Context: an optimization exercise on an open-source flow, tuned for small area, a short achievable clock period and few clock cycles per item. The choices shown serve that exercise and are no tape-out recipe. In this exercise RTL edits were held to simulation tests only and were not proved equivalent to the original. No activity file was given, so power comes from the tool's default toggle rates.

Design neurona_mac, start of the top module:
module neurona_mac #(
    parameter int Signo     = 1,
    parameter int Magnitud  = 7,
    parameter int Precision = 24,
    parameter int Width     = Signo + Magnitud + Precision,
    parameter int NEntradas = 4
) (
    input  logic             CLK,
    input  logic             RST,
    input  logic             Inicio,
    input  logic [Width-1:0] Sesgo,
    input  logic             EntradaValida,
    input  logic [Width-1:0] Entrada,
    input  logic [Width-1:0] Peso,
    output logic             Ocupado,
    output logic             Listo,
    output logic [Width-1:0] Salida,
    output logic             Error
);
    logic       ocupado_q, libre_q, listo_q;
    logic [2:0] cuenta_q;
    logic       v1_q, l1_q, v2_q, l2_q;
    logic       acepta, toma, fin;
    assign acepta = Inicio && libre_q;
    assign toma   = !libre_q && EntradaValida && !cuenta_q[2];
    assign fin    = v2_q && l2_q;
    always_ff @(posedge CLK or posedge RST) begin
        if (RST) libre_q <= 1'b1;
        else     libre_q <= !(acepta || (!libre_q && !fin));
    end
    always_ff @(posedge CLK or posedge RST) begin
        if (RST) begin
            ocupado_q <= 1'b0;
            listo_q   <= 1'b0;
            cuenta_q  <= 3'd0;
            v1_q      <= 1'b0;
            l1_q      <= 1'b0;
            v2_q      <= 1'b0;
            l2_q      <= 1'b0;
        end else begin
  ...
==> flow/config.mk <==
export PLATFORM = sky130hd
export DESIGN_NAME = neurona_mac
export DESIGN_NICKNAME = neurona_mac
export VERILOG_FILES = /design/flow/design.v
export SDC_FILE = /design/flow/constraint.sdc
export NUM_CORES = 4
export LEC_CHECK = 0
export CAP_MARGIN = 20
export CORE_MARGIN = 2
export CORE_UTILIZATION = 40
export SLEW_MARGIN = 20
export SYNTH_HIERARCHICAL = 1
export TNS_END_PERCENT = 0
==> flow/constraint.sdc <==
create_clock -name core_clock -period 13.5 [get_ports {CLK}]
set_input_delay 2.7000 -clock core_clock [delete_from_list [all_inputs] [get_ports {CLK}]]
set_output_delay 2.7000 -clock core_clock [all_outputs]
set_load 0.01 [all_outputs]
standard.sh (not shown) runs the stock make flow with config.mk's settings and CLKGATE_MAP_FILE= SYNTH_SCRIPT=/design/flow/synth_recipe.tcl, a recipe that flattens the netlist after the stock synthesis.
==> flow/flow/run.sh <==
#!/bin/bash
set -euo pipefail
MARGIN=$(cat flow/margin.txt)
bash standard.sh SETUP_SLACK_MARGIN=$MARGIN \
  "BUFFER_PORTS_ARGS=-buffer_cell sky130_fd_sc_hd__buf_1" \
  finish > orfs_make.log 2>&1
==> flow/flow/margin.txt <==
9.7
Testbench counts at the start, summed over its fixed seeds: cycles 3,584, items 512.
Change:
--- a/flow/design.v
+++ b/flow/design.v
@@ -44,43 +44,57 @@
             else if (toma) cuenta_q <= cuenta_q + 3'd1;
             v1_q <= toma;
             l1_q <= toma && (cuenta_q == 3'(NEntradas - 1));
             v2_q <= v1_q;
             l2_q <= l1_q;
         end
     end
     localparam bit GATE = 1;
-    localparam bit GATE_NEG = 1;   
+    localparam bit GATE_NEG = 0;   
+    localparam bit GATE_DIG = 0;   
     logic [31:0] e1_q;
     logic        sg1_q;
     logic [15:0] one1_q, two1_q, neg1_q;
     logic [32:0] wx;
     logic [15:0] one_d, two_d;
     assign wx = {Peso, 1'b0};
     always_comb begin
         for (int i = 0; i < 16; i++) begin
             one_d[i] = wx[2*i+1] ^ wx[2*i];
             two_d[i] = (wx[2*i+2] & ~wx[2*i+1] & ~wx[2*i]) | (~wx[2*i+2] & wx[2*i+1] & wx[2*i]);
         end
     end
     always_ff @(posedge CLK) begin
         sg1_q  <= Entrada[31] ^ Peso[31];
         e1_q   <= toma ? Entrada : 32'd0;
-        one1_q <= toma ? one_d : 16'd0;
-        two1_q <= toma ? two_d : 16'd0;
-        for (int i = 0; i < 16; i++) neg1_q[i] <= toma & Peso[2*i+1];
+        one1_q <= one_d;
+        two1_q <= two_d;
+        for (int i = 0; i < 16; i++) neg1_q[i] <= Peso[2*i+1];
     end
-    logic [33:0] ex;
+    logic [15:0] onen1_q, twon1_q, negn1_q;
+    always_ff @(posedge CLK) begin
+        onen1_q <= ~(one_d & {16{toma | !GATE_DIG}});
+        twon1_q <= ~(two_d & {16{toma | !GATE_DIG}});
+        for (int i = 0; i < 16; i++) negn1_q[i] <= ~(Peso[2*i+1] & (toma | !GATE_NEG));
+    end
+    logic [33:0] ex, ey;
     assign ex = {e1_q[31], e1_q, 1'b0};
+    assign ey = ex;
+    localparam int SPLIT = 17;   
     logic [32:0] pp [16];
     always_comb begin
         for (int i = 0; i < 16; i++)
             for (int j = 0; j < 33; j++)
-                pp[i][j] = ((one1_q[i] & ex[j+1]) | (two1_q[i] & ex[j])) ^ neg1_q[i];
+                if (i < 8)
+                    pp[i][j] = ((one1_q[i] & ex[j+1]) | (two1_q[i] & ex[j])) ^ neg1_q[i];
+                else if (j < SPLIT)
+                    pp[i][j] = ((one1_q[i] & ey[j+1]) | (two1_q[i] & ey[j])) ^ neg1_q[i];
+                else
+                    pp[i][j] = ((~onen1_q[i] & ey[j+1]) | (~twon1_q[i] & ey[j])) ^ ~negn1_q[i];
     end
     wire pps0 = ~pp[0][32];
     wire pps1 = ~pp[1][32];
     wire pps2 = ~pp[2][32];
     wire pps3 = ~pp[3][32];
     wire pps4 = ~pp[4][32];
     wire pps5 = ~pp[5][32];
     wire pps6 = ~pp[6][32];
Outcome: Core utilization goes up by 0.22 points; synthesized area goes up slightly; power goes up to 2.6 times its value; clock skew goes up by 0.010 ns; fmax goes down slightly; via count goes up slightly; die area goes up slightly; sequential share of layout area goes up by 1.0 points; final cell count goes up slightly.
Testbench counts after the change, summed over its fixed seeds: cycles 3,584, items 512.

========
== rev 12 ==
Another version of the RTL of neurona_mac (not shown whole).
Size: ~3,100 cells after synthesis, ~140 I/O pins, about 33,000 um2 of cells after synthesis.
export LEC_CHECK = 0
export CAP_MARGIN = 20
export CORE_MARGIN = 2
export CORE_UTILIZATION = 40
export SLEW_MARGIN = 20
export SYNTH_HIERARCHICAL = 1
export TNS_END_PERCENT = 0
create_clock -name core_clock -period 13.5 [get_ports {CLK}]
Scripts as last shown in full above: flow/flow/run.sh, flow/flow/margin.txt
Rev 12: PASS, flow complete, no timing, DRC or antenna violations
Testbench counts of rev 12, summed over its fixed seeds: cycles 3,584, items 512.
#### Input delta (rev 13 over rev 12)
--- a/flow/design.v
+++ b/flow/design.v
@@ -41,42 +41,41 @@
             ocupado_q <= acepta || (!libre_q && !fin);
             listo_q   <= fin;
             if (libre_q) cuenta_q <= 3'd0;
             else if (toma) cuenta_q <= cuenta_q + 3'd1;
             v1_q <= toma;
             l1_q <= toma && (cuenta_q == 3'(NEntradas - 1));
             v2_q <= v1_q;
             l2_q <= l1_q;
         end
     end
     localparam bit GATE = 1;
-    localparam bit GATE_NEG = 0;   
-    localparam bit GATE_DIG = 0;   
+    localparam bit GATE_NEG = 1;   
     logic [31:0] e1_q;
     logic        sg1_q;
     logic [15:0] one1_q, two1_q, neg1_q;
     logic [32:0] wx;
     logic [15:0] one_d, two_d;
     assign wx = {Peso, 1'b0};
     always_comb begin
         for (int i = 0; i < 16; i++) begin
             one_d[i] = wx[2*i+1] ^ wx[2*i];
             two_d[i] = (wx[2*i+2] & ~wx[2*i+1] & ~wx[2*i]) | (~wx[2*i+2] & wx[2*i+1] & wx[2*i]);
         end
     end
     always_ff @(posedge CLK) begin
         sg1_q  <= Entrada[31] ^ Peso[31];
         e1_q   <= toma ? Entrada : 32'd0;
-        one1_q <= one_d;
-        two1_q <= two_d;
-        for (int i = 0; i < 16; i++) neg1_q[i] <= Peso[2*i+1];
+        one1_q <= toma ? one_d : 16'd0;
+        two1_q <= toma ? two_d : 16'd0;
+        for (int i = 0; i < 16; i++) neg1_q[i] <= toma & Peso[2*i+1];
     end
     logic [33:0] ex;
     assign ex = {e1_q[31], e1_q, 1'b0};
     logic [32:0] pp [16];
     always_comb begin
         for (int i = 0; i < 16; i++)
             for (int j = 0; j < 33; j++)
                 pp[i][j] = ((one1_q[i] & ex[j+1]) | (two1_q[i] & ex[j])) ^ neg1_q[i];
     end
     wire pps0 = ~pp[0][32];
     wire pps1 = ~pp[1][32];
==> run summary <==
- Area taken by flip-flops and latches was higher in rev 13 than in rev 12.
- Compared with rev 12, rev 13 shows a higher total CTS buffers.
- Compared to rev 12, rev 13 has count of clock buffers in the final design 4 lower.
- Of the two values seen for startpoint of the worst setup timing path, two1_q[14] was produced by rev 13 and one1_q[7] by rev 12.
- As far as required time reported for the critical path endpoint is concerned, rev 13 and rev 12 perform about the same.
- Power per cell area (rev 13 / rev 12): 0.38
- Clock power was higher in rev 12 than in rev 13.
- On power, rev 13 does better than rev 12.
- Mean area per synthesized cell (higher): rev 13
- Going from rev 12 to rev 13, the HPWL after detailed placement was found to have gone down by 400 um.
Testbench counts of rev 13, summed over its fixed seeds: cycles 3,584, items 512.

[static timing again, ports no longer ideal]
How much do the figures lean on ideal ports? The routed layouts below were timed once more, with nothing changed but the port constraints. Step 1, drivers: a clkbuf_16 drives CLK and a buf_2 each remaining input, both assumed. Step 2 also shifts input and output timing later by t, the mid clock arrival at the registers, as if the neighbouring blocks saw the same clock. a / b / c = ideal / step 1 / step 2; a / b = the first two.
run	shift t [ns]	setup WS [ns]	worst setup path at the end	worst slew at a driven data input, ns	cell pins on the clock port's net
the first run of note 1	0.635	9.363 / 9.363 / 9.001	input to register	0.11	1
the second run of note 1	0.641	9.300 / 9.300 / 9.300	register to register	0.05	1
rev 12	0.639	9.223 / 9.223 / 9.223	register to register	0.06	1
rev 13	0.624	9.589 / 9.585 / 9.090	input to register	0.09	1
After both steps every run listed still meets setup and hold. The setup slack of rev 13, which loses most, moves by -0.004 ns with the drivers and by -0.499 ns with both steps.
